Context: an optimization exercise on an open-source flow, tuned for small area, a short achievable clock period and few clock cycles. The choices shown serve that exercise and are no tape-out recipe. Only simulation tests tie the RTL to the original design; equivalence was not proved.

==> flow/design.v <==
`timescale 1ns / 1ps
package irp_pkg;
  localparam int unsigned MaxActivitiesDefault = 16;
  localparam int unsigned IdW   = 8;
  localparam int unsigned TimeW = 16;
  localparam int unsigned RoomW = 5;
  typedef struct packed {
    logic [IdW-1:0]   act_id;
    logic [TimeW-1:0] start_time;
    logic [TimeW-1:0] end_time;
    logic             last;
  } in_beat_t;
  typedef struct packed {
    logic [IdW-1:0]   act_id_res;
    logic [RoomW-1:0] room;
    logic [RoomW-1:0] room_count;
    logic             last_result;
  } out_beat_t;
  typedef enum logic [2:0] {
    ST_LOAD,
    ST_SORT,
    ST_OPEN,
    ST_SCAN,
    ST_EMIT
  } state_e;
  typedef struct packed {
    logic load;        
    logic sort_init;   
    logic sort_step;   
    logic open_init;   
    logic open_step;   
    logic scan_step;   
    logic emit_init;   
    logic emit_step;   
  } cmd_t;
  typedef struct packed {
    logic sort_done;
    logic open_done;
    logic scan_done;
    logic emit_last;
  } status_t;
endpackage
`timescale 1ns / 1ps
import irp_pkg::*;
module irp_dpath #(
  parameter int unsigned MaxActivities = irp_pkg::MaxActivitiesDefault
) (
  input  logic               clk_i,
  input  logic               rst_ni,
  input  irp_pkg::in_beat_t  in_beat_i,
  input  irp_pkg::cmd_t      cmd_i,
  output irp_pkg::status_t   status_o,
  output irp_pkg::out_beat_t out_beat_o
);
  localparam int unsigned IdxW = (MaxActivities > 1) ? $clog2(MaxActivities) : 1;
  localparam int unsigned CntW = $clog2(MaxActivities + 1);
  logic [TimeW-1:0] st_start_q [MaxActivities];
  logic [TimeW-1:0] st_end_q   [MaxActivities];
  logic [IdW-1:0]   st_id_q    [MaxActivities];
  logic [RoomW-1:0] room_q     [MaxActivities];
  logic [CntW-1:0]  count_q;
  logic [CntW-1:0]  i_q;       
  logic [CntW-1:0]  k_q;       
  logic [RoomW-1:0] rooms_q;
  logic [TimeW-1:0] latest_q;
  logic [IdxW-1:0] ia, ka, km1;
  logic            k_pos, swap;
  assign ia    = i_q[IdxW-1:0];
  assign ka    = k_q[IdxW-1:0];
  assign km1   = ka - IdxW'(1);
  assign k_pos = (k_q != '0);
  always_comb begin
    if (st_end_q[km1] != st_end_q[ka]) begin
      swap = st_end_q[km1] > st_end_q[ka];
    end else begin
      swap = st_start_q[km1] > st_start_q[ka];
    end
  end
  assign status_o.sort_done = (i_q >= count_q);
  assign status_o.open_done = (i_q >= count_q);
  assign status_o.scan_done = (k_q >= count_q);
  assign status_o.emit_last = (i_q + CntW'(1) == count_q);
  always_ff @(posedge clk_i) begin
    if (cmd_i.load && (count_q < CntW'(MaxActivities))) begin
      st_start_q[count_q[IdxW-1:0]] <= in_beat_i.start_time;
      st_end_q[count_q[IdxW-1:0]]   <= in_beat_i.end_time;
      st_id_q[count_q[IdxW-1:0]]    <= in_beat_i.act_id;
    end else if (cmd_i.sort_step && k_pos && swap) begin
      st_start_q[km1] <= st_start_q[ka];
      st_start_q[ka]  <= st_start_q[km1];
      st_end_q[km1]   <= st_end_q[ka];
      st_end_q[ka]    <= st_end_q[km1];
      st_id_q[km1]    <= st_id_q[ka];
      st_id_q[ka]     <= st_id_q[km1];
    end
  end
  always_ff @(posedge clk_i or negedge rst_ni) begin
    if (!rst_ni) begin
      for (int n = 0; n < MaxActivities; n++) room_q[n] <= '0;
    end else if (cmd_i.open_init) begin
      for (int n = 0; n < MaxActivities; n++) room_q[n] <= '0;
    end else if (cmd_i.open_step && room_q[ia] == '0) begin
      room_q[ia] <= rooms_q + RoomW'(1);
    end else if (cmd_i.scan_step && room_q[ka] == '0 && st_start_q[ka] > latest_q) begin
      room_q[ka] <= rooms_q;
    end
  end
  always_ff @(posedge clk_i or negedge rst_ni) begin
    if (!rst_ni) begin
      count_q  <= '0;
      i_q      <= '0;
      k_q      <= '0;
      rooms_q  <= '0;
      latest_q <= '0;
    end else begin
      if (cmd_i.load && (count_q < CntW'(MaxActivities))) begin
        count_q <= count_q + CntW'(1);
      end
      if (cmd_i.sort_init) begin
        i_q <= CntW'(1);
        k_q <= CntW'(1);
      end else if (cmd_i.sort_step) begin
        if (k_pos && swap) begin
          k_q <= k_q - CntW'(1);
        end else begin
          i_q <= i_q + CntW'(1);
          k_q <= i_q + CntW'(1);
        end
      end else if (cmd_i.open_init) begin
        i_q     <= '0;
        rooms_q <= '0;
      end else if (cmd_i.open_step) begin
        if (room_q[ia] == '0) begin
          rooms_q  <= rooms_q + RoomW'(1);
          latest_q <= st_end_q[ia];
          k_q      <= i_q + CntW'(1);
        end else begin
          k_q <= count_q;
        end
        i_q <= i_q + CntW'(1);
      end else if (cmd_i.scan_step) begin
        if (room_q[ka] == '0 && st_start_q[ka] > latest_q) begin
          latest_q <= st_end_q[ka];
        end
        k_q <= k_q + CntW'(1);
      end else if (cmd_i.emit_init) begin
        i_q <= '0;
      end else if (cmd_i.emit_step) begin
        i_q <= i_q + CntW'(1);
        if (status_o.emit_last) begin
          count_q <= '0;
        end
      end
    end
  end
  assign out_beat_o.act_id_res  = st_id_q[ia];
  assign out_beat_o.room        = room_q[ia];
  assign out_beat_o.room_count  = rooms_q;
  assign out_beat_o.last_result = status_o.emit_last;
endmodule
`timescale 1ns / 1ps
import irp_pkg::*;
module irp_ctrl (
  input  logic              clk_i,
  input  logic              rst_ni,
  input  logic              in_valid_i,
  input  logic              in_last_i,
  output logic              in_stall_o,
  output logic              out_valid_o,
  input  logic              out_stall_i,
  input  irp_pkg::status_t  status_i,
  output irp_pkg::cmd_t     cmd_o
);
  irp_pkg::state_e state_q;
  irp_pkg::state_e state_d;
  always_ff @(posedge clk_i or negedge rst_ni) begin
    if (!rst_ni) begin
      state_q <= ST_LOAD;
    end else begin
      state_q <= state_d;
    end
  end
  always_comb begin
    state_d     = state_q;
    cmd_o       = '0;
    in_stall_o  = 1'b1;
    out_valid_o = 1'b0;
    case (state_q)
      ST_LOAD: begin
        in_stall_o = 1'b0;
        if (in_valid_i) begin
          cmd_o.load = 1'b1;
          if (in_last_i) begin
            cmd_o.sort_init = 1'b1;
            state_d = ST_SORT;
          end
        end
      end
      ST_SORT: begin
        if (status_i.sort_done) begin
          cmd_o.open_init = 1'b1;
          state_d = ST_OPEN;
        end else begin
          cmd_o.sort_step = 1'b1;
        end
      end
      ST_OPEN: begin
        if (status_i.open_done) begin
          cmd_o.emit_init = 1'b1;
          state_d = ST_EMIT;
        end else begin
          cmd_o.open_step = 1'b1;
          state_d = ST_SCAN;
        end
      end
      ST_SCAN: begin
        if (status_i.scan_done) begin
          state_d = ST_OPEN;
        end else begin
          cmd_o.scan_step = 1'b1;
        end
      end
      ST_EMIT: begin
        out_valid_o = 1'b1;
        if (!out_stall_i) begin
          cmd_o.emit_step = 1'b1;
          if (status_i.emit_last) begin
            state_d = ST_LOAD;
          end
        end
      end
      default: begin
        state_d = ST_LOAD;
      end
    endcase
  end
endmodule
`timescale 1ns / 1ps
import irp_pkg::*;
module interval_room_partition_unit #(
  parameter int unsigned MaxActivities = irp_pkg::MaxActivitiesDefault
) (
  input  logic        clk_i,
  input  logic        rst_ni,
  input  logic        in_valid_i,
  output logic        in_stall_o,
  input  logic [40:0] in_data_i,
  output logic        out_valid_o,
  input  logic        out_stall_i,
  output logic [18:0] out_data_o
);
  irp_pkg::cmd_t      cmd;
  irp_pkg::status_t   status;
  irp_pkg::in_beat_t  in_beat;
  irp_pkg::out_beat_t out_beat;
  assign in_beat    = in_data_i;
  assign out_data_o = out_beat;
  irp_ctrl u_ctrl (
    .clk_i       (clk_i),
    .rst_ni      (rst_ni),
    .in_valid_i  (in_valid_i),
    .in_last_i   (in_beat.last),
    .in_stall_o  (in_stall_o),
    .out_valid_o (out_valid_o),
    .out_stall_i (out_stall_i),
    .status_i    (status),
    .cmd_o       (cmd)
  );
  irp_dpath #(.MaxActivities(MaxActivities)) u_dpath (
    .clk_i      (clk_i),
    .rst_ni     (rst_ni),
    .in_beat_i  (in_beat),
    .cmd_i      (cmd),
    .status_o   (status),
    .out_beat_o (out_beat)
  );
endmodule
==> flow/run.sh <==
#!/bin/bash
# synth_recipe.tcl (not shown) runs the flow's synth.tcl, then flattens the netlist and writes it again
# the make line also repeats each setting of config.mk as NAME=value (left out here)
make -C /OpenROAD-flow-scripts/flow DESIGN_CONFIG=/design/flow/config.mk WORK_HOME=/design/flow/orfs CLKGATE_MAP_FILE= SYNTH_SCRIPT=/design/flow/synth_recipe.tcl finish
==> flow/config.mk <==
export PLATFORM = sky130hd
export DESIGN_NAME = interval_room_partition_unit
export DESIGN_NICKNAME = interval_room_partition_unit
export VERILOG_FILES = /design/flow/design.v
export SDC_FILE = /design/flow/constraint.sdc
export NUM_CORES = 4
export LEC_CHECK = 0
export CAP_MARGIN = 20
export CORE_MARGIN = 2
export CORE_UTILIZATION = 40
export SLEW_MARGIN = 20
==> flow/constraint.sdc <==
create_clock -name core_clock -period 9.0 [get_ports {clk_i}]
set_input_delay 1.8000 -clock core_clock [delete_from_list [all_inputs] [get_ports {clk_i}]]
set_output_delay 1.8000 -clock core_clock [all_outputs]
set_load 0.01 [all_outputs]
==> results.txt <==
==> sequential cells by signal (all words and copies together) (netlist names) <==
signal	count
u_dpath.st_end_q	256
u_dpath.st_start_q	256
u_dpath.st_id_q	128
u_dpath.room_q	80
u_dpath.latest_q	16
u_dpath.count_q	5
u_dpath.i_q	5
u_dpath.k_q	5
u_dpath.rooms_q	5
u_ctrl.state_q	3
==> routing by layer <==
metal | track usage | wire length [µm]
met2 | 0.4017 | 75650
met4 | 0.08847 | 5674
met1 | 0.3634 | 67720
met3 | 0.04528 | 14450
met5 | 0 | 0
==> final cells by class <==
cell class,count,area share
Clock buffer,103,0.04250
Timing Repair Buffer,220,0.03939
Tap cell,1625,0.03721
Inverter,102,0.007008
Multi-Input combinational cell,2178,0.4548
Clock inverter,62,0.01225
Sequential cell,759,0.4068
==> per-stage QoR <==
| stage | util | hold WS [ns] | cells |
|---|---|---|---|
| final | 0.4483 | 0.5348 | 5049 |
| after floorplan | - | 0.4649 | 3384 |
| after CTS | 0.4479 | 0.5377 | 5048 |
| after global routing | 0.4483 | 0.5501 | 5049 |
| after global placement | 0.4232 | 0.5111 | 4882 |
| after detailed placement | 0.4233 | 0.5244 | 4883 |
==> critical path: stages (launching register included) <==
cell,delay (ns)
dfrtp_4,0.77
inv_1,0.24
ha_4,0.75
buf_4,0.36
mux4_2,0.32
nand2_1,0.08
nand3_1,0.09
o21ai_2,0.33
inv_1,0.11
ha_1,0.34
and4_1,0.25
nand2_1,0.09
a2111oi_0,1.07
o31ai_1,0.25
buf_4,0.23
nor3_4,0.79
a21oi_1,0.50
o22ai_4,0.91
buf_12,0.35
==> cells by family (layout without fill, tap and decap cells) <==
logic type / count (synthesis) / count (layout)
AO/OA/AOI/OAI: 312 / 312
XOR/XNOR: 17 / 17
adder cells (fa/ha/maj): 68 / 68
buffers and inverters: 447 / 487
flip-flops: 759 / 759
multiplexers: 1259 / 1259
AND/OR/NAND/NOR: 522 / 522
==> cells in the final DEF, fill, tap and decap left out, drive strengths merged, types with 8 or more instances in the layout <==
cell           count
mux2i            696
buf              156
nor3              28
mux4             481
nand2            271
nand4             20
clkinv            43
clkbuf           103
nor2              81
o211ai            10
a31oi             19
o21ai             88
inv              106
ha                68
o22ai             18
a22oi             24
nor4               8
nor2b              9
a21oi             82
mux2              82
nand3             67
xnor2             12
clkdlybuf4s50     64
dfrtp            119
nand2b             9
edfxtp           640
a21o               9
bufinv            13
==> how the worst min path moves through the flow <==
stage	to	slack, ns
floorplan	u_dpath.latest_q[0]	0.46
global placement	u_dpath.latest_q[0]	0.51
detailed placement	u_dpath.room_q[3][3]	0.52
CTS	u_dpath.room_q[3][3]	0.54
global route	u_dpath.room_q[3][0]	0.55
finish	u_dpath.latest_q[0]	0.53
==> impl_metrics.toml <==
[global_routing]
grt_pass1_wl_mm = 237.3
grt_pass1_vias = 32876
grt_usage = 0.2573
antenna_found_initial = 0
grt_max_degree = 105
grt-ovfl-total = 0

[synthesis]
synth_top_family_by_area = "multiplexers"
synth_largest_area_cell = "edfxtp_1"
seq_area_frac_synth = 0.4510
synth_area_leaders = "edfxtp_1 (39%), mux4_2 (22%), mux2i_1 (14%)"
synth_compound_area_frac = 0.04594
syn_area_mm2 = 0.04922
synth.net_count = 3497
synth_common_cells = "mux2i_1 (687), edfxtp_1 (640), mux4_2 (481)"
yosysWarningCount = 3
synth_cells = 3384
synth_fa_ha_area_frac = 0.01729
synth_xor_area_frac = 0.003025
yosysMostFrequentCell = "mux2i_1"
synth-seq-cells = 759
async_flop_share = 0.1568
yosysUniqueCellTypes = 84
synthMuxAreaShare = 0.3815
dominantRegCellSynth = "edfxtp_1"
syn_area_per_cell_um2 = 14.54
yosys.area_share.simple = 0.05003
synth_top_area_share = 0.3905
synth_enable_flop_cells = 640

[floorplan]
die_x_um = 354.8
design.core.area_mm2 = 0.1219
start_util = 0.4038
rows = 128
ios = 66
die_y_um = 354.8
design.die.area_mm2 = 0.1259

[clock_network]
clk_pin_slew_ns = 0.06
cts_setup_buffers = 0
holdBufCountCts = 0
root_buffer = "clkbuf_16"
clock_latency_ns = 0.68
cts.htree.levels = 3
cts-resized-gates = 0
cts_buffers = 90
tritoncts = "done"
clockBufferDepth = 3
clock-sinks = 759

[finish]
stdcell_area_mm2 = 0.05463
register_area_mm2 = 0.02223
drive_above_1_share = 0.2874
nets = 3464
antenna_cells = 0
syn_to_final_growth_pct = 11.01
multi_input_area_mm2 = 0.02485
nFillCells = 10775

[sta]
period_needed_ns = 8.227
fin_worst_skew_ns = 0.03165
fmax_mhz = 121.6
slew_headroom = 0.1386
tightestPinTransition_ns = 1.259
fin_crit_sh = 0.9141
report.final.setup_viol = 0
finalMaxSlewViolations = 0
worst_slack_ns = 0.7733
rsz0062_at_grt = "no"
fin_setup_tns_ns = 0
hold_viol_final = 0

[worst_setup_path]
crit_type = "reg2reg"
crit_fanout = 32
crit_arrival_ns = 8.57
crit_end = "u_dpath.st_id_q[10][1]"
cp-start-kind = "register"
crit_start = "u_dpath.k_q[0]"
worstReg2RegStart = "u_dpath.k_q[0]"
rrSetupSlack_ns = 0.77
rr_worst_depth = 18
worstSetupEndpointType = "register"
reg2reg_to = "u_dpath.st_id_q[10][1]"
critical_path_required_ns = 9.34

[detailed_routing]
ant_nets = 0
vias_per_cell = 6.568
wl_per_cell_um = 32.38
routed_wl_mm = 163.5
route.detailed.drc = 0
drt_iter0_markers = 4258
num_vias = 33163
drt_first_pass_iters = 6

[min_path]
worstHoldStart = "u_dpath.latest_q[0]"
hold_class = "reg2reg"
hold_depth = 1

[placement]
pre_cts_ws_ns = 1.132
postPlaceCellArea_mm2 = 0.05160
gp_congestion = 0.8999
dp_hpwl_mm = 96.30
port_buffers = 65

[status]
status = "finished clean"

[flow_run]
drv_cap = 0
Testbench counts, summed over its fixed seeds: cycles 16,529.

==> afterwards: timing with drivers on the ports <==
The results above use ideal ports. As a check the final layout listed here was re-extracted and re-timed, cells and wires unchanged. Step 1 assumes that a clkbuf_16 drives the clock port and a buf_2 every other input. Step 2 adds t to the input delays and takes it off the output delays; t is the mean of the earliest and latest rising clock arrival at the registers after step 1. Input paths then give back, and output paths get back, about the clock's delay inside the block. a / b / c = no drivers / after step 1 / after step 2; a / b = the first two.
shift t [ns]: 0.744
setup WS [ns]: 0.773 / 0.773 / 0.773
latest minus earliest clock arrival (ns): 0.032 / 0.031
worst slew at a driven data input, ns: 0.06
After both steps this run still meets setup and hold. The setup slack of this run moves by 0.000 ns with the drivers and by 0.000 ns with both steps.
